What follows belongs to an exercise in optimizing a design on an open flow for small area, a short achievable clock period and few clock cycles per item; a production flow would make more cautious choices. Function was checked by simulation only, so behaviour that the tests miss may differ from the original. Power and IR drop assume default switching activity.

## flow/design.v

```verilog
module fc_stream_layer #(
    parameter int unsigned N       = 16,
    parameter int unsigned Q       = 12,
    parameter int unsigned IN_LEN  = 8,
    parameter int unsigned OUT_LEN = 4,
    parameter int unsigned RELU    = 1
) (
    input  logic                clk,
    input  logic                global_rst,
    input  logic                ce,
    input  logic signed [N-1:0] data_in,
    input  logic                valid_in,
    input  logic                end_in,
    output logic                in_ready,
    input  logic                w_we,
    input  logic [7:0]          w_addr,
    input  logic [N-1:0]        w_data,
    output logic signed [N-1:0] data_out,
    output logic                valid_op,
    output logic                end_op,
    output logic                overflow
);
    localparam int unsigned ACC_W = 35;
    localparam logic [ACC_W-1:0] CMASK = 35'h7ffffffff;   
    logic [15:0] wram [36];
    always_ff @(posedge clk) begin
        if (w_we && !global_rst && w_addr < 8'd36)
            wram[w_addr[5:0]] <= w_data;
    end
    logic [7:0]  one, two, neg;
    logic        first_q;    
    logic        last_q;     
    logic [2:0]  cnt;        
    logic        accept, ending;
    logic [2:0]  xb [8];
    assign accept = ce && valid_in && in_ready && !global_rst;
    assign ending = accept && (end_in || cnt == 3'd7);
    always_comb begin
        for (int k = 0; k < 8; k++)
            xb[k] = {data_in[2*k+1], data_in[2*k], (k == 0) ? 1'b0 : data_in[2*k-1]};
    end
    always_ff @(posedge clk) begin
        for (int k = 0; k < 8; k++) begin
            one[k] <= accept & (xb[k][1] ^ xb[k][0]);
            two[k] <= accept & ((xb[k] == 3'b100) | (xb[k] == 3'b011));
            neg[k] <= accept & xb[k][2];
        end
        first_q <= accept && (cnt == 3'd0);
        last_q  <= ending;
        if (global_rst)
            cnt <= '0;
        else if (accept)
            cnt <= ending ? 3'd0 : cnt + 3'd1;
    end
    logic [ACC_W-1:0] acc_s [4];
    logic [ACC_W-1:0] acc_c [4];
    for (genvar j = 0; j < 4; j++) begin : g_mac
        logic [15:0] wt;         
        logic [15:0] bias;
        logic [ACC_W-1:0] si, ci, so, co;
        always_ff @(posedge clk)
            wt <= wram[j * 8 + int'(cnt)];
        assign bias = wram[32 + j];
        assign si = first_q ? {{7{bias[15]}}, bias, 12'd0} : acc_s[j];
        assign ci = first_q ? '0 : (acc_c[j] & CMASK);
        logic [16:0] we;
        assign we = {wt[15], wt};
        logic [16:0] pp0;
        logic [16:0] pp1;
        logic [16:0] pp2;
        logic [16:0] pp3;
        logic [16:0] pp4;
        logic [16:0] pp5;
        logic [16:0] pp6;
        logic [16:0] pp7;
        assign pp0 = ({17{one[0]}} & we | {17{two[0]}} & {we[15:0], 1'b0}) ^ {17{neg[0]}};
        assign pp1 = ({17{one[1]}} & we | {17{two[1]}} & {we[15:0], 1'b0}) ^ {17{neg[1]}};
        assign pp2 = ({17{one[2]}} & we | {17{two[2]}} & {we[15:0], 1'b0}) ^ {17{neg[2]}};
        assign pp3 = ({17{one[3]}} & we | {17{two[3]}} & {we[15:0], 1'b0}) ^ {17{neg[3]}};
        assign pp4 = ({17{one[4]}} & we | {17{two[4]}} & {we[15:0], 1'b0}) ^ {17{neg[4]}};
        assign pp5 = ({17{one[5]}} & we | {17{two[5]}} & {we[15:0], 1'b0}) ^ {17{neg[5]}};
        assign pp6 = ({17{one[6]}} & we | {17{two[6]}} & {we[15:0], 1'b0}) ^ {17{neg[6]}};
        assign pp7 = ({17{one[7]}} & we | {17{two[7]}} & {we[15:0], 1'b0}) ^ {17{neg[7]}};
        logic c2, c4, c6, c8, c10, c12, c14, c16, c18, c20, c22, c24, c26, c28, c30, c32;
        logic c34, c36, c38, c40, c42, c44, c46, c48, c50, c52, c54, c56, c58, c60, c62, c64;
        logic c66, c68, c70, c72, c74, c76, c78, c80, c82, c84, c86, c88, c90, c92, c94, c96;
        logic c98, c100, c102, c104, c106, c108, c110, c112, c114, c116, c118, c120, c122, c124, c126, c128;
        logic c130, c132, c134, c136, c138, c140, c142, c144, c146, c148, c150, c152, c154, c156, c158, c160;
        logic c162, c164, c166, c168, c170, c172, c174, c176, c178, c180, c182, c184, c186, c188, c190, c192;
        logic c194, c196, c198, c200, c202, c204, c206, c208, c210, c212, c214, c216, c218, c220, c222, c224;
        logic c226, c228, c230, c232, c234, c236, c238, c240, c242, c244, c246, c248, c250, c252, c254, c256;
        logic c258, c260, c262, c264, c266, c268, c270, c272, c274, c276, c278, c280, c282, c284, c286, c288;
        logic c290, c292, c294, c296, c298, c300, c302, c304, c306, c308, c310, c312, c314, c316, c318, c320;
        logic c322, c324, c326, c328, c330, c332, c334, c336, c338, c340, c342, c344, c346, c348, c350, c352;
        logic c354, c356, c358, c360, c362, c364, s1, s3, s5, s7, s9, s11, s13, s15, s17, s19;
        logic s21, s23, s25, s27, s29, s31, s33, s35, s37, s39, s41, s43, s45, s47, s49, s51;
        logic s53, s55, s57, s59, s61, s63, s65, s67, s69, s71, s73, s75, s77, s79, s81, s83;
        logic s85, s87, s89, s91, s93, s95, s97, s99, s101, s103, s105, s107, s109, s111, s113, s115;
        logic s117, s119, s121, s123, s125, s127, s129, s131, s133, s135, s137, s139, s141, s143, s145, s147;
        logic s149, s151, s153, s155, s157, s159, s161, s163, s165, s167, s169, s171, s173, s175, s177, s179;
        logic s181, s183, s185, s187, s189, s191, s193, s195, s197, s199, s201, s203, s205, s207, s209, s211;
        logic s213, s215, s217, s219, s221, s223, s225, s227, s229, s231, s233, s235, s237, s239, s241, s243;
        logic s245, s247, s249, s251, s253, s255, s257, s259, s261, s263, s265, s267, s269, s271, s273, s275;
        logic s277, s279, s281, s283, s285, s287, s289, s291, s293, s295, s297, s299, s301, s303, s305, s307;
        logic s309, s311, s313, s315, s317, s319, s321, s323, s325, s327, s329, s331, s333, s335, s337, s339;
        logic s341, s343, s345, s347, s349, s351, s353, s355, s357, s359, s361, s363;
        fc_stream_ha u_s1 (.a(si[12]), .b(ci[12]), .s(s1), .co(c2));
        fc_stream_ha u_s3 (.a(si[13]), .b(ci[13]), .s(s3), .co(c4));
        fc_stream_fa u_s5 (.a(si[14]), .b(ci[14]), .c(pp0[14]), .s(s5), .co(c6));
        fc_stream_ha u_s7 (.a(pp1[12]), .b(pp2[10]), .s(s7), .co(c8));
        fc_stream_fa u_s9 (.a(si[15]), .b(ci[15]), .c(pp0[15]), .s(s9), .co(c10));
        fc_stream_ha u_s11 (.a(pp1[13]), .b(pp2[11]), .s(s11), .co(c12));
        fc_stream_fa u_s13 (.a(1'b1), .b(si[16]), .c(ci[16]), .s(s13), .co(c14));
        fc_stream_fa u_s15 (.a(~pp0[16]), .b(pp1[14]), .c(pp2[12]), .s(s15), .co(c16));
        fc_stream_fa u_s17 (.a(1'b1), .b(si[17]), .c(ci[17]), .s(s17), .co(c18));
        fc_stream_ha u_s19 (.a(pp1[15]), .b(pp2[13]), .s(s19), .co(c20));
        fc_stream_fa u_s21 (.a(si[18]), .b(ci[18]), .c(~pp1[16]), .s(s21), .co(c22));
        fc_stream_ha u_s23 (.a(1'b1), .b(si[19]), .s(s23), .co(c24));
        fc_stream_ha u_s25 (.a(si[6]), .b(ci[6]), .s(s25), .co(c26));
        fc_stream_ha u_s27 (.a(si[7]), .b(ci[7]), .s(s27), .co(c28));
        fc_stream_fa u_s29 (.a(si[8]), .b(ci[8]), .c(pp0[8]), .s(s29), .co(c30));
        fc_stream_ha u_s31 (.a(pp1[6]), .b(pp2[4]), .s(s31), .co(c32));
        fc_stream_fa u_s33 (.a(si[9]), .b(ci[9]), .c(pp0[9]), .s(s33), .co(c34));
        fc_stream_ha u_s35 (.a(pp1[7]), .b(pp2[5]), .s(s35), .co(c36));
        fc_stream_fa u_s37 (.a(si[10]), .b(ci[10]), .c(pp0[10]), .s(s37), .co(c38));
        fc_stream_fa u_s39 (.a(pp1[8]), .b(pp2[6]), .c(pp3[4]), .s(s39), .co(c40));
        fc_stream_ha u_s41 (.a(pp4[2]), .b(pp5[0]), .s(s41), .co(c42));
        fc_stream_fa u_s43 (.a(si[11]), .b(ci[11]), .c(pp0[11]), .s(s43), .co(c44));
        fc_stream_fa u_s45 (.a(pp1[9]), .b(pp2[7]), .c(pp3[5]), .s(s45), .co(c46));
        fc_stream_ha u_s47 (.a(pp4[3]), .b(pp5[1]), .s(s47), .co(c48));
        fc_stream_fa u_s49 (.a(s1), .b(pp0[12]), .c(pp1[10]), .s(s49), .co(c50));
        fc_stream_fa u_s51 (.a(pp2[8]), .b(pp3[6]), .c(pp4[4]), .s(s51), .co(c52));
        fc_stream_fa u_s53 (.a(pp5[2]), .b(pp6[0]), .c(neg[6]), .s(s53), .co(c54));
        fc_stream_fa u_s55 (.a(s3), .b(pp0[13]), .c(pp1[11]), .s(s55), .co(c56));
        fc_stream_fa u_s57 (.a(pp2[9]), .b(pp3[7]), .c(pp4[5]), .s(s57), .co(c58));
        fc_stream_fa u_s59 (.a(pp5[3]), .b(pp6[1]), .c(c2), .s(s59), .co(c60));
        fc_stream_fa u_s61 (.a(s5), .b(s7), .c(pp3[8]), .s(s61), .co(c62));
        fc_stream_fa u_s63 (.a(pp4[6]), .b(pp5[4]), .c(pp6[2]), .s(s63), .co(c64));
        fc_stream_fa u_s65 (.a(pp7[0]), .b(neg[7]), .c(c4), .s(s65), .co(c66));
        fc_stream_fa u_s67 (.a(s9), .b(s11), .c(pp3[9]), .s(s67), .co(c68));
        fc_stream_fa u_s69 (.a(pp4[7]), .b(pp5[5]), .c(pp6[3]), .s(s69), .co(c70));
        fc_stream_fa u_s71 (.a(pp7[1]), .b(c6), .c(c8), .s(s71), .co(c72));
        fc_stream_fa u_s73 (.a(s13), .b(s15), .c(pp3[10]), .s(s73), .co(c74));
        fc_stream_fa u_s75 (.a(pp4[8]), .b(pp5[6]), .c(pp6[4]), .s(s75), .co(c76));
        fc_stream_fa u_s77 (.a(pp7[2]), .b(c10), .c(c12), .s(s77), .co(c78));
        fc_stream_fa u_s79 (.a(s17), .b(s19), .c(pp3[11]), .s(s79), .co(c80));
        fc_stream_fa u_s81 (.a(pp4[9]), .b(pp5[7]), .c(pp6[5]), .s(s81), .co(c82));
        fc_stream_fa u_s83 (.a(pp7[3]), .b(c14), .c(c16), .s(s83), .co(c84));
        fc_stream_fa u_s85 (.a(s21), .b(pp2[14]), .c(pp3[12]), .s(s85), .co(c86));
        fc_stream_fa u_s87 (.a(pp4[10]), .b(pp5[8]), .c(pp6[6]), .s(s87), .co(c88));
        fc_stream_fa u_s89 (.a(pp7[4]), .b(c18), .c(c20), .s(s89), .co(c90));
        fc_stream_fa u_s91 (.a(s23), .b(ci[19]), .c(pp2[15]), .s(s91), .co(c92));
        fc_stream_fa u_s93 (.a(pp3[13]), .b(pp4[11]), .c(pp5[9]), .s(s93), .co(c94));
        fc_stream_fa u_s95 (.a(pp6[7]), .b(pp7[5]), .c(c22), .s(s95), .co(c96));
        fc_stream_fa u_s97 (.a(si[20]), .b(ci[20]), .c(~pp2[16]), .s(s97), .co(c98));
        fc_stream_fa u_s99 (.a(pp3[14]), .b(pp4[12]), .c(pp5[10]), .s(s99), .co(c100));
        fc_stream_fa u_s101 (.a(pp6[8]), .b(pp7[6]), .c(c24), .s(s101), .co(c102));
        fc_stream_fa u_s103 (.a(1'b1), .b(si[21]), .c(ci[21]), .s(s103), .co(c104));
        fc_stream_fa u_s105 (.a(pp3[15]), .b(pp4[13]), .c(pp5[11]), .s(s105), .co(c106));
        fc_stream_ha u_s107 (.a(pp6[9]), .b(pp7[7]), .s(s107), .co(c108));
        fc_stream_fa u_s109 (.a(si[22]), .b(ci[22]), .c(~pp3[16]), .s(s109), .co(c110));
        fc_stream_fa u_s111 (.a(pp4[14]), .b(pp5[12]), .c(pp6[10]), .s(s111), .co(c112));
        fc_stream_fa u_s113 (.a(1'b1), .b(si[23]), .c(ci[23]), .s(s113), .co(c114));
        fc_stream_ha u_s115 (.a(pp4[15]), .b(pp5[13]), .s(s115), .co(c116));
        fc_stream_fa u_s117 (.a(si[24]), .b(ci[24]), .c(~pp4[16]), .s(s117), .co(c118));
        fc_stream_ha u_s119 (.a(1'b1), .b(si[25]), .s(s119), .co(c120));
        fc_stream_ha u_s121 (.a(si[2]), .b(ci[2]), .s(s121), .co(c122));
        fc_stream_ha u_s123 (.a(si[3]), .b(ci[3]), .s(s123), .co(c124));
        fc_stream_fa u_s125 (.a(si[4]), .b(ci[4]), .c(pp0[4]), .s(s125), .co(c126));
        fc_stream_ha u_s127 (.a(pp1[2]), .b(pp2[0]), .s(s127), .co(c128));
        fc_stream_fa u_s129 (.a(si[5]), .b(ci[5]), .c(pp0[5]), .s(s129), .co(c130));
        fc_stream_ha u_s131 (.a(pp1[3]), .b(pp2[1]), .s(s131), .co(c132));
        fc_stream_fa u_s133 (.a(s25), .b(pp0[6]), .c(pp1[4]), .s(s133), .co(c134));
        fc_stream_fa u_s135 (.a(pp2[2]), .b(pp3[0]), .c(neg[3]), .s(s135), .co(c136));
        fc_stream_fa u_s137 (.a(s27), .b(pp0[7]), .c(pp1[5]), .s(s137), .co(c138));
        fc_stream_fa u_s139 (.a(pp2[3]), .b(pp3[1]), .c(c26), .s(s139), .co(c140));
        fc_stream_fa u_s141 (.a(s29), .b(s31), .c(pp3[2]), .s(s141), .co(c142));
        fc_stream_fa u_s143 (.a(pp4[0]), .b(neg[4]), .c(c28), .s(s143), .co(c144));
        fc_stream_fa u_s145 (.a(s33), .b(s35), .c(pp3[3]), .s(s145), .co(c146));
        fc_stream_fa u_s147 (.a(pp4[1]), .b(c30), .c(c32), .s(s147), .co(c148));
        fc_stream_fa u_s149 (.a(s37), .b(s39), .c(s41), .s(s149), .co(c150));
        fc_stream_fa u_s151 (.a(neg[5]), .b(c34), .c(c36), .s(s151), .co(c152));
        fc_stream_fa u_s153 (.a(s43), .b(s45), .c(s47), .s(s153), .co(c154));
        fc_stream_fa u_s155 (.a(c38), .b(c40), .c(c42), .s(s155), .co(c156));
        fc_stream_fa u_s157 (.a(s49), .b(s51), .c(s53), .s(s157), .co(c158));
        fc_stream_fa u_s159 (.a(c44), .b(c46), .c(c48), .s(s159), .co(c160));
        fc_stream_fa u_s161 (.a(s55), .b(s57), .c(s59), .s(s161), .co(c162));
        fc_stream_fa u_s163 (.a(c50), .b(c52), .c(c54), .s(s163), .co(c164));
        fc_stream_fa u_s165 (.a(s61), .b(s63), .c(s65), .s(s165), .co(c166));
        fc_stream_fa u_s167 (.a(c56), .b(c58), .c(c60), .s(s167), .co(c168));
        fc_stream_fa u_s169 (.a(s67), .b(s69), .c(s71), .s(s169), .co(c170));
        fc_stream_fa u_s171 (.a(c62), .b(c64), .c(c66), .s(s171), .co(c172));
        fc_stream_fa u_s173 (.a(s73), .b(s75), .c(s77), .s(s173), .co(c174));
        fc_stream_fa u_s175 (.a(c68), .b(c70), .c(c72), .s(s175), .co(c176));
        fc_stream_fa u_s177 (.a(s79), .b(s81), .c(s83), .s(s177), .co(c178));
        fc_stream_fa u_s179 (.a(c74), .b(c76), .c(c78), .s(s179), .co(c180));
        fc_stream_fa u_s181 (.a(s85), .b(s87), .c(s89), .s(s181), .co(c182));
        fc_stream_fa u_s183 (.a(c80), .b(c82), .c(c84), .s(s183), .co(c184));
        fc_stream_fa u_s185 (.a(s91), .b(s93), .c(s95), .s(s185), .co(c186));
        fc_stream_fa u_s187 (.a(c86), .b(c88), .c(c90), .s(s187), .co(c188));
        fc_stream_fa u_s189 (.a(s97), .b(s99), .c(s101), .s(s189), .co(c190));
        fc_stream_fa u_s191 (.a(c92), .b(c94), .c(c96), .s(s191), .co(c192));
        fc_stream_fa u_s193 (.a(s103), .b(s105), .c(s107), .s(s193), .co(c194));
        fc_stream_fa u_s195 (.a(c98), .b(c100), .c(c102), .s(s195), .co(c196));
        fc_stream_fa u_s197 (.a(s109), .b(s111), .c(pp7[8]), .s(s197), .co(c198));
        fc_stream_fa u_s199 (.a(c104), .b(c106), .c(c108), .s(s199), .co(c200));
        fc_stream_fa u_s201 (.a(s113), .b(s115), .c(pp6[11]), .s(s201), .co(c202));
        fc_stream_fa u_s203 (.a(pp7[9]), .b(c110), .c(c112), .s(s203), .co(c204));
        fc_stream_fa u_s205 (.a(s117), .b(pp5[14]), .c(pp6[12]), .s(s205), .co(c206));
        fc_stream_fa u_s207 (.a(pp7[10]), .b(c114), .c(c116), .s(s207), .co(c208));
        fc_stream_fa u_s209 (.a(s119), .b(ci[25]), .c(pp5[15]), .s(s209), .co(c210));
        fc_stream_fa u_s211 (.a(pp6[13]), .b(pp7[11]), .c(c118), .s(s211), .co(c212));
        fc_stream_fa u_s213 (.a(si[26]), .b(ci[26]), .c(~pp5[16]), .s(s213), .co(c214));
        fc_stream_fa u_s215 (.a(pp6[14]), .b(pp7[12]), .c(c120), .s(s215), .co(c216));
        fc_stream_fa u_s217 (.a(1'b1), .b(si[27]), .c(ci[27]), .s(s217), .co(c218));
        fc_stream_ha u_s219 (.a(pp6[15]), .b(pp7[13]), .s(s219), .co(c220));
        fc_stream_fa u_s221 (.a(si[28]), .b(ci[28]), .c(~pp6[16]), .s(s221), .co(c222));
        fc_stream_ha u_s223 (.a(1'b1), .b(si[29]), .s(s223), .co(c224));
        fc_stream_ha u_s225 (.a(si[0]), .b(ci[0]), .s(s225), .co(c226));
        fc_stream_ha u_s227 (.a(si[1]), .b(ci[1]), .s(s227), .co(c228));
        fc_stream_fa u_s229 (.a(s121), .b(pp0[2]), .c(pp1[0]), .s(s229), .co(c230));
        fc_stream_fa u_s231 (.a(s123), .b(pp0[3]), .c(pp1[1]), .s(s231), .co(c232));
        fc_stream_fa u_s233 (.a(s125), .b(s127), .c(neg[2]), .s(s233), .co(c234));
        fc_stream_fa u_s235 (.a(s129), .b(s131), .c(c126), .s(s235), .co(c236));
        fc_stream_fa u_s237 (.a(s133), .b(s135), .c(c130), .s(s237), .co(c238));
        fc_stream_fa u_s239 (.a(s137), .b(s139), .c(c134), .s(s239), .co(c240));
        fc_stream_fa u_s241 (.a(s141), .b(s143), .c(c138), .s(s241), .co(c242));
        fc_stream_fa u_s243 (.a(s145), .b(s147), .c(c142), .s(s243), .co(c244));
        fc_stream_fa u_s245 (.a(s149), .b(s151), .c(c146), .s(s245), .co(c246));
        fc_stream_fa u_s247 (.a(s153), .b(s155), .c(c150), .s(s247), .co(c248));
        fc_stream_fa u_s249 (.a(s157), .b(s159), .c(c154), .s(s249), .co(c250));
        fc_stream_fa u_s251 (.a(s161), .b(s163), .c(c158), .s(s251), .co(c252));
        fc_stream_fa u_s253 (.a(s165), .b(s167), .c(c162), .s(s253), .co(c254));
        fc_stream_fa u_s255 (.a(s169), .b(s171), .c(c166), .s(s255), .co(c256));
        fc_stream_fa u_s257 (.a(s173), .b(s175), .c(c170), .s(s257), .co(c258));
        fc_stream_fa u_s259 (.a(s177), .b(s179), .c(c174), .s(s259), .co(c260));
        fc_stream_fa u_s261 (.a(s181), .b(s183), .c(c178), .s(s261), .co(c262));
        fc_stream_fa u_s263 (.a(s185), .b(s187), .c(c182), .s(s263), .co(c264));
        fc_stream_fa u_s265 (.a(s189), .b(s191), .c(c186), .s(s265), .co(c266));
        fc_stream_fa u_s267 (.a(s193), .b(s195), .c(c190), .s(s267), .co(c268));
        fc_stream_fa u_s269 (.a(s197), .b(s199), .c(c194), .s(s269), .co(c270));
        fc_stream_fa u_s271 (.a(s201), .b(s203), .c(c198), .s(s271), .co(c272));
        fc_stream_fa u_s273 (.a(s205), .b(s207), .c(c202), .s(s273), .co(c274));
        fc_stream_fa u_s275 (.a(s209), .b(s211), .c(c206), .s(s275), .co(c276));
        fc_stream_fa u_s277 (.a(s213), .b(s215), .c(c210), .s(s277), .co(c278));
        fc_stream_fa u_s279 (.a(s217), .b(s219), .c(c214), .s(s279), .co(c280));
        fc_stream_fa u_s281 (.a(s221), .b(pp7[14]), .c(c218), .s(s281), .co(c282));
        fc_stream_fa u_s283 (.a(s223), .b(ci[29]), .c(pp7[15]), .s(s283), .co(c284));
        fc_stream_fa u_s285 (.a(si[30]), .b(ci[30]), .c(~pp7[16]), .s(s285), .co(c286));
        fc_stream_ha u_s287 (.a(1'b1), .b(si[31]), .s(s287), .co(c288));
        fc_stream_ha u_s289 (.a(1'b1), .b(si[32]), .s(s289), .co(c290));
        fc_stream_ha u_s291 (.a(1'b1), .b(si[33]), .s(s291), .co(c292));
        fc_stream_ha u_s293 (.a(1'b1), .b(si[34]), .s(s293), .co(c294));
        fc_stream_ha u_s295 (.a(s225), .b(pp0[0]), .s(s295), .co(c296));
        fc_stream_fa u_s297 (.a(s227), .b(pp0[1]), .c(c226), .s(s297), .co(c298));
        fc_stream_fa u_s299 (.a(s229), .b(neg[1]), .c(c228), .s(s299), .co(c300));
        fc_stream_fa u_s301 (.a(s231), .b(c122), .c(c230), .s(s301), .co(c302));
        fc_stream_fa u_s303 (.a(s233), .b(c124), .c(c232), .s(s303), .co(c304));
        fc_stream_fa u_s305 (.a(s235), .b(c128), .c(c234), .s(s305), .co(c306));
        fc_stream_fa u_s307 (.a(s237), .b(c132), .c(c236), .s(s307), .co(c308));
        fc_stream_fa u_s309 (.a(s239), .b(c136), .c(c238), .s(s309), .co(c310));
        fc_stream_fa u_s311 (.a(s241), .b(c140), .c(c240), .s(s311), .co(c312));
        fc_stream_fa u_s313 (.a(s243), .b(c144), .c(c242), .s(s313), .co(c314));
        fc_stream_fa u_s315 (.a(s245), .b(c148), .c(c244), .s(s315), .co(c316));
        fc_stream_fa u_s317 (.a(s247), .b(c152), .c(c246), .s(s317), .co(c318));
        fc_stream_fa u_s319 (.a(s249), .b(c156), .c(c248), .s(s319), .co(c320));
        fc_stream_fa u_s321 (.a(s251), .b(c160), .c(c250), .s(s321), .co(c322));
        fc_stream_fa u_s323 (.a(s253), .b(c164), .c(c252), .s(s323), .co(c324));
        fc_stream_fa u_s325 (.a(s255), .b(c168), .c(c254), .s(s325), .co(c326));
        fc_stream_fa u_s327 (.a(s257), .b(c172), .c(c256), .s(s327), .co(c328));
        fc_stream_fa u_s329 (.a(s259), .b(c176), .c(c258), .s(s329), .co(c330));
        fc_stream_fa u_s331 (.a(s261), .b(c180), .c(c260), .s(s331), .co(c332));
        fc_stream_fa u_s333 (.a(s263), .b(c184), .c(c262), .s(s333), .co(c334));
        fc_stream_fa u_s335 (.a(s265), .b(c188), .c(c264), .s(s335), .co(c336));
        fc_stream_fa u_s337 (.a(s267), .b(c192), .c(c266), .s(s337), .co(c338));
        fc_stream_fa u_s339 (.a(s269), .b(c196), .c(c268), .s(s339), .co(c340));
        fc_stream_fa u_s341 (.a(s271), .b(c200), .c(c270), .s(s341), .co(c342));
        fc_stream_fa u_s343 (.a(s273), .b(c204), .c(c272), .s(s343), .co(c344));
        fc_stream_fa u_s345 (.a(s275), .b(c208), .c(c274), .s(s345), .co(c346));
        fc_stream_fa u_s347 (.a(s277), .b(c212), .c(c276), .s(s347), .co(c348));
        fc_stream_fa u_s349 (.a(s279), .b(c216), .c(c278), .s(s349), .co(c350));
        fc_stream_fa u_s351 (.a(s281), .b(c220), .c(c280), .s(s351), .co(c352));
        fc_stream_fa u_s353 (.a(s283), .b(c222), .c(c282), .s(s353), .co(c354));
        fc_stream_fa u_s355 (.a(s285), .b(c224), .c(c284), .s(s355), .co(c356));
        fc_stream_fa u_s357 (.a(s287), .b(ci[31]), .c(c286), .s(s357), .co(c358));
        fc_stream_fa u_s359 (.a(s289), .b(ci[32]), .c(c288), .s(s359), .co(c360));
        fc_stream_fa u_s361 (.a(s291), .b(ci[33]), .c(c290), .s(s361), .co(c362));
        fc_stream_fa u_s363 (.a(s293), .b(ci[34]), .c(c292), .s(s363), .co(c364));
        assign so[0] = s295;
        assign co[0] = neg[0];
        assign so[1] = s297;
        assign co[1] = c296;
        assign so[2] = s299;
        assign co[2] = c298;
        assign so[3] = s301;
        assign co[3] = c300;
        assign so[4] = s303;
        assign co[4] = c302;
        assign so[5] = s305;
        assign co[5] = c304;
        assign so[6] = s307;
        assign co[6] = c306;
        assign so[7] = s309;
        assign co[7] = c308;
        assign so[8] = s311;
        assign co[8] = c310;
        assign so[9] = s313;
        assign co[9] = c312;
        assign so[10] = s315;
        assign co[10] = c314;
        assign so[11] = s317;
        assign co[11] = c316;
        assign so[12] = s319;
        assign co[12] = c318;
        assign so[13] = s321;
        assign co[13] = c320;
        assign so[14] = s323;
        assign co[14] = c322;
        assign so[15] = s325;
        assign co[15] = c324;
        assign so[16] = s327;
        assign co[16] = c326;
        assign so[17] = s329;
        assign co[17] = c328;
        assign so[18] = s331;
        assign co[18] = c330;
        assign so[19] = s333;
        assign co[19] = c332;
        assign so[20] = s335;
        assign co[20] = c334;
        assign so[21] = s337;
        assign co[21] = c336;
        assign so[22] = s339;
        assign co[22] = c338;
        assign so[23] = s341;
        assign co[23] = c340;
        assign so[24] = s343;
        assign co[24] = c342;
        assign so[25] = s345;
        assign co[25] = c344;
        assign so[26] = s347;
        assign co[26] = c346;
        assign so[27] = s349;
        assign co[27] = c348;
        assign so[28] = s351;
        assign co[28] = c350;
        assign so[29] = s353;
        assign co[29] = c352;
        assign so[30] = s355;
        assign co[30] = c354;
        assign so[31] = s357;
        assign co[31] = c356;
        assign so[32] = s359;
        assign co[32] = c358;
        assign so[33] = s361;
        assign co[33] = c360;
        assign so[34] = s363;
        assign co[34] = c362;
        always_ff @(posedge clk) begin
            acc_s[j] <= so;
            acc_c[j] <= co;
        end
    end
    logic [14:0] res [4];
    for (genvar j = 0; j < 4; j++) begin : g_res
        logic [ACC_W-1:0] full;
        assign full = acc_s[j] + (acc_c[j] & CMASK);
        assign res[j] = full[34] ? 15'd0 : (|full[33:27]) ? 15'h7fff : full[26:12];
    end
    logic        pend;       
    logic [2:0]  bcnt;       
    logic [14:0] ob0;        
    logic [14:0] ob1, ob2, ob3;
    logic        xfer, deliver;
    logic        pend_next;
    logic [2:0]  bcnt_next;
    assign xfer    = pend && (bcnt == 3'd0);
    assign deliver = ce && (bcnt != 3'd0);
    always_comb begin
        pend_next = last_q || (pend && !xfer);
        if (xfer)
            bcnt_next = ce ? 3'd3 : 3'd4;
        else if (deliver)
            bcnt_next = bcnt - 3'd1;
        else
            bcnt_next = bcnt;
    end
    always_ff @(posedge clk) begin
        if (xfer) begin
            ob0 <= res[0];
            ob1 <= res[1];
            ob2 <= res[2];
            ob3 <= res[3];
        end else if (deliver && bcnt != 3'd4) begin
            ob0 <= ob1;
            ob1 <= ob2;
            ob2 <= ob3;
        end
        end_op <= !xfer && (bcnt == 3'd1);
    end
    always_ff @(posedge clk) begin
        if (global_rst) begin
            pend     <= 1'b0;
            bcnt     <= '0;
            valid_op <= 1'b0;
            overflow <= 1'b0;
            in_ready <= 1'b1;
        end else begin
            pend     <= pend_next;
            bcnt     <= bcnt_next;
            valid_op <= ce && (xfer || bcnt != 3'd0);
            if (ce && valid_in && !in_ready)
                overflow <= 1'b1;
            in_ready <= !((pend_next || ending) && (bcnt_next != 3'd0))
                     && !(ending && pend_next);
        end
    end
    assign data_out = {1'b0, ob0};
endmodule
module fc_stream_fa (input logic a, b, c, output logic s, co);
    assign s  = a ^ b ^ c;
    assign co = (a & b) | (a & c) | (b & c);
endmodule
module fc_stream_ha (input logic a, b, output logic s, co);
    assign s  = a ^ b;
    assign co = a & b;
endmodule
```

## flow/flow/run.sh

```bash
#!/bin/bash
# The standard layout, with ORFS's setup repair aiming well below the 12 ns
# clock (the constraints themselves are unchanged): SETUP_SLACK_MARGIN asks
# repair_timing for that much spare slack on every path.
set -euo pipefail
export SETUP_SLACK_MARGIN=8.4
bash standard.sh > standard.log 2>&1
```

## flow/standard.sh

```bash
#!/bin/bash
# synth_recipe.tcl (not shown) runs the flow's synth.tcl, then flattens the netlist and writes it again
# the make line also repeats each setting of config.mk as NAME=value (left out here)
make -C /OpenROAD-flow-scripts/flow DESIGN_CONFIG=/design/flow/config.mk WORK_HOME=/design/flow/orfs CLKGATE_MAP_FILE= SYNTH_SCRIPT=/design/flow/synth_recipe.tcl "${@:-finish}"
```

## flow/config.mk

```make
export PLATFORM = sky130hd
export DESIGN_NAME = fc_stream_layer
export DESIGN_NICKNAME = fc_stream_layer
export VERILOG_FILES = /design/flow/design.v
export SDC_FILE = /design/flow/constraint.sdc
export NUM_CORES = 4
export LEC_CHECK = 0
export CAP_MARGIN = 20
export CORE_MARGIN = 2
export CORE_UTILIZATION = 40
export SLEW_MARGIN = 20
export SYNTH_HIERARCHICAL = 1
export SYNTH_MINIMUM_KEEP_SIZE = 0
```

## flow/constraint.sdc

```tcl
create_clock -name core_clock -period 12.0 [get_ports {clk}]
set_input_delay 2.4000 -clock core_clock [delete_from_list [all_inputs] [get_ports {clk}]]
set_output_delay 2.4000 -clock core_clock [all_outputs]
set_load 0.01 [all_outputs]
```

==> results.json <==
{
  "pwr-share-clk": 0.232,
  "n_fill_cell": 14000,
  "stdcell_count": 7278,
  "synth.most_common_cell": "edfxtp_1",
  "synth-seq-cells": 1014,
  "hold_path.class": "register to register",
  "path_class": "register to register",
  "drc": 0,
  "setup_viol": 0,
  "area_growth_pct": 16.3,
  "grt_pass1_wl_mm": 300,
  "place_hpwl_mm": 125,
  "avgRoutedWirePerCell_um": 27.9,
  "holdPathStages": 2,
  "synthDistinctLibCells": 79,
  "slew_viol_final": 0,
  "hold_path_end": "overflow",
  "ys_top_cells_by_area": "edfxtp_1 30%, fa_1 19%, dfxtp_1 12%, xnor2_1 7.6%, a22oi_1 5.8%",
  "synth_edf_count": 636,
  "slew-limit-headroom": 0.248,
  "syn_area_um2": 64600,
  "worst_pin_slew_ns": 1.13,
  "grt_pass1_vias": 44600,
  "p_switching_mw": 5.65,
  "grt_setup_unrepaired": "true",
  "period_share": 0.318,
  "tritoncts": "yes",
  "yosysTopAreaCell": "edfxtp_1",
  "yosys_warnings": 11,
  "max_freq_ghz": 0.262,
  "power_density_nw_per_um2": 199,
  "grt_usage": 0.248,
  "fp.dieH_um": 406,
  "pwr-share-seq": 0.310,
  "cts_buffers": 108,
  "r2r_slack_ns": 8.18,
  "ant_nets": 0,
  "peakVddDrop_v": 0.000130,
  "final_hold_viol_count": 0,
  "die-area_um2": 165000,
  "worst_setup_path_end_kind": "register",
  "clkTransAtPathRegs_ns": 0.06,
  "fin_tns_setup_ns": 0,
  "skew_ns": 0.0554,
  "root_buffer": "clkbuf_16",
  "die_x_um": 406,
  "grt-ovfl-total": 0,
  "numClockSinks": 1014,
  "min_period_ns": 3.82,
  "reg2reg_depth": 10,
  "clock_latency_ns": 0.76,
  "yosysSeqAreaShare": 0.413,
  "rr_startpoint": "first_q",
  "crit_required_ns": 12.60,
  "critPathMaxFanout": 7,
  "pin_count": 66,
  "synth_common_cells": "636 x edfxtp_1, 616 x fa_1, 559 x xnor2_1",
  "outcome": "timing/DRC/antenna clean",
  "antenna_found_initial": 17,
  "p_int_mw": 9.27,
  "io_buffer_count": 64,
  "critPathLaunchType": "register",
  "cp.arrival_ns": 4.42,
  "post_drt_via_cell_ratio": 5.89,
  "cts_hold_buf": 0,
  "p_comb_frac": 0.458,
  "placementRows": 147,
  "layout.nets": 5944,
  "dr.pass1.iters": 6,
  "syn_inst": 4974,
  "maxCapViolCount": 0,
  "power.leakage_nw": 27.3,
  "clk_path_buf_depth": 3,
  "grt_max_degree": 110,
  "via_count": 42800,
  "yosysTopAreaCellShare": 0.296,
  "core-area_um2": 161000,
  "synth.avg_cell_area_um2": 13.0,
  "ctsHtreeMaxLevel": 3,
  "totalWireLength_mm": 203,
  "swShare": 0.379,
  "drtIter0Drc": 4961,
  "hold_start": "overflow",
  "async_flop_share": 0,
  "synth_top_flop_cell": "edfxtp_1",
  "rr_endpoint": "acc_s[2][18]",
  "place_congestion": 0.910,
  "initial_core_util": 0.402,
  "layout-drive-gt1-share": 0.196,
  "post-place-cells": 6886
}
[flip-flops by register name, summed over array words and instances, names as in the netlist, 3 cells and up]
signal / count
ob1: 15
acc_c: 137
neg: 8
ob0: 15
one: 8
ob3: 15
acc_s: 140
bcnt: 3
wram: 576
cnt: 3
g_mac.wt: 64
ob2: 15
two: 8
[worst max path at each step]
| stage | startpoint | slack (ns) | to | cells past startpoint |
|---|---|---|---|---|
| 2_1_floorplan | global_rst | 7.79 | wram[17][0] | 4 |
| 3_3_place_gp | global_rst | 6.23 | wram[13][14] | 5 |
| 3_5_place_dp | global_rst | 6.19 | wram[21][10] | 5 |
| 4_1_cts | ob0[14] | 8.14 | data_out[14] | 1 |
| 5_1_grt | first_q | 8.14 | acc_s[0][14] | 9 |
| 6_report | first_q | 8.18 | acc_s[2][18] | 10 |
[repair_timing]
action,4_1_cts,5_1_grt
setup endpoints to repair,847,656
cloned,23,4
hold endpoints to repair,0,0
resized for setup,404,137
pin swaps,163,92
buffers inserted,132,21
[area by class of cell]
cell class,count,area [µm²],area share
sequential,1014,26800,0.357
multi-input combinational,3507,37400,0.497
clock buffer,138,2930,0.0390
timing repair buffer,304,4240,0.0565
inverter,83,314,0.00418
clock inverter,64,744,0.00991
antenna,8,20.0,0.000266
tap,2160,2700,0.0360
[per-stage QoR]
stage	util	total power [mW]	hold WS, ns	cell area, µm²	setup WS, ns
global placement	0.419	11.0	0.464	67200	6.23
CTS	0.463	14.8	0.497	74300	8.14
floorplan	-	9.44	0.329	65300	7.79
finish	0.468	14.9	0.498	75100	8.18
global route	0.468	16.1	0.530	75100	8.14
detailed placement	0.419	11.2	0.490	67200	6.19
[power groups by stage]
stage	Clock [mW]	Combinational (mW)	Sequential, mW
after CTS	3.52	6.71	4.62
after global routing	3.65	7.74	4.67
after detailed placement	0	6.48	4.70
final	3.46	6.82	4.63
after global placement	0	6.30	4.70
after floorplan	0	4.93	4.50
[worst max-delay path, stage by stage (launching register included)]
cell and delay (ns):
dfxtp_4 0.36, buf_16 0.16, buf_16 0.16, buf_12 0.13, buf_6 0.11, mux2_4 0.29
fa_1 0.47, fa_2 0.56, fa_2 0.45, fa_2 0.55, fa_2 0.42
[Yosys stat by module, one instance, submodules excluded]
| module | times used | cells | flip-flops and latches |
|---|---|---|---|
| fc_stream_fa | 616 | 1 | 0 |
| fc_stream_ha | 112 | 1 | 0 |
| fc_stream_layer | 1 | 4246 | 1014 |
[placed cells by master (no fill, tap or decap), drive strengths merged, types with 60 or more instances in the layout]
cell	instances
a21oi	170
a22oi	497
buf	258
clkbuf	145
dfxtp	378
edfxtp	636
fa	616
ha	264
inv	89
mux2	126
mux4	128
nand2	162
nor2	127
nor2b	195
o21ai	148
xnor2	559
xor2	60
[kinds of logic (layout without fill, tap and decap cells)]
group,Yosys count,count (layout),share of synthesized area
compound gates,1023,1023,0.109
fa+ha+maj,880,880,0.242
buf+inv,500,589,0.0296
simple gates,666,666,0.0536
other cells,2,57,0.000116
flops,1014,1014,0.413
xor+xnor,619,619,0.0839
mux,270,270,0.0691
[layer usage]
metal  global-route usage  part of all wire  vias to the layer above
met3               0.0606              0.10                      507
met2                0.375              0.44                     2300
li1                     -                 -                    18100
met5                    0           0.00015                        -
met4                0.114             0.052                        4
met1                0.335              0.40                    21900
Testbench counts, summed over its fixed seeds: cycles 8,232, frames 1,024.

==> afterwards: timing with drivers on the ports <==
Ports are ideal in the flow. The routed layout listed here was re-timed in OpenROAD. Step 1 assumes that a clkbuf_16 drives the clock port and a buf_2 every other input. Step 2 also shifts input and output timing later by t, the mid clock arrival at the registers, as if the neighbouring blocks saw the same clock. a / b / c = no drivers / after step 1 / after step 2; a / b = the first two.
t (ns): 0.806
slack for setup (ns): 8.182 / 8.153 / 7.623
hold slack, ns: 0.498 / 0.498 / 0.498
latest minus earliest clock arrival (ns): 0.057 / 0.057
slew at the worst register clock pin (ns): 0.07 / 0.07
After both steps this run still meets setup and hold. The setup slack of this run moves by -0.029 ns with the drivers and by -0.559 ns with both steps.
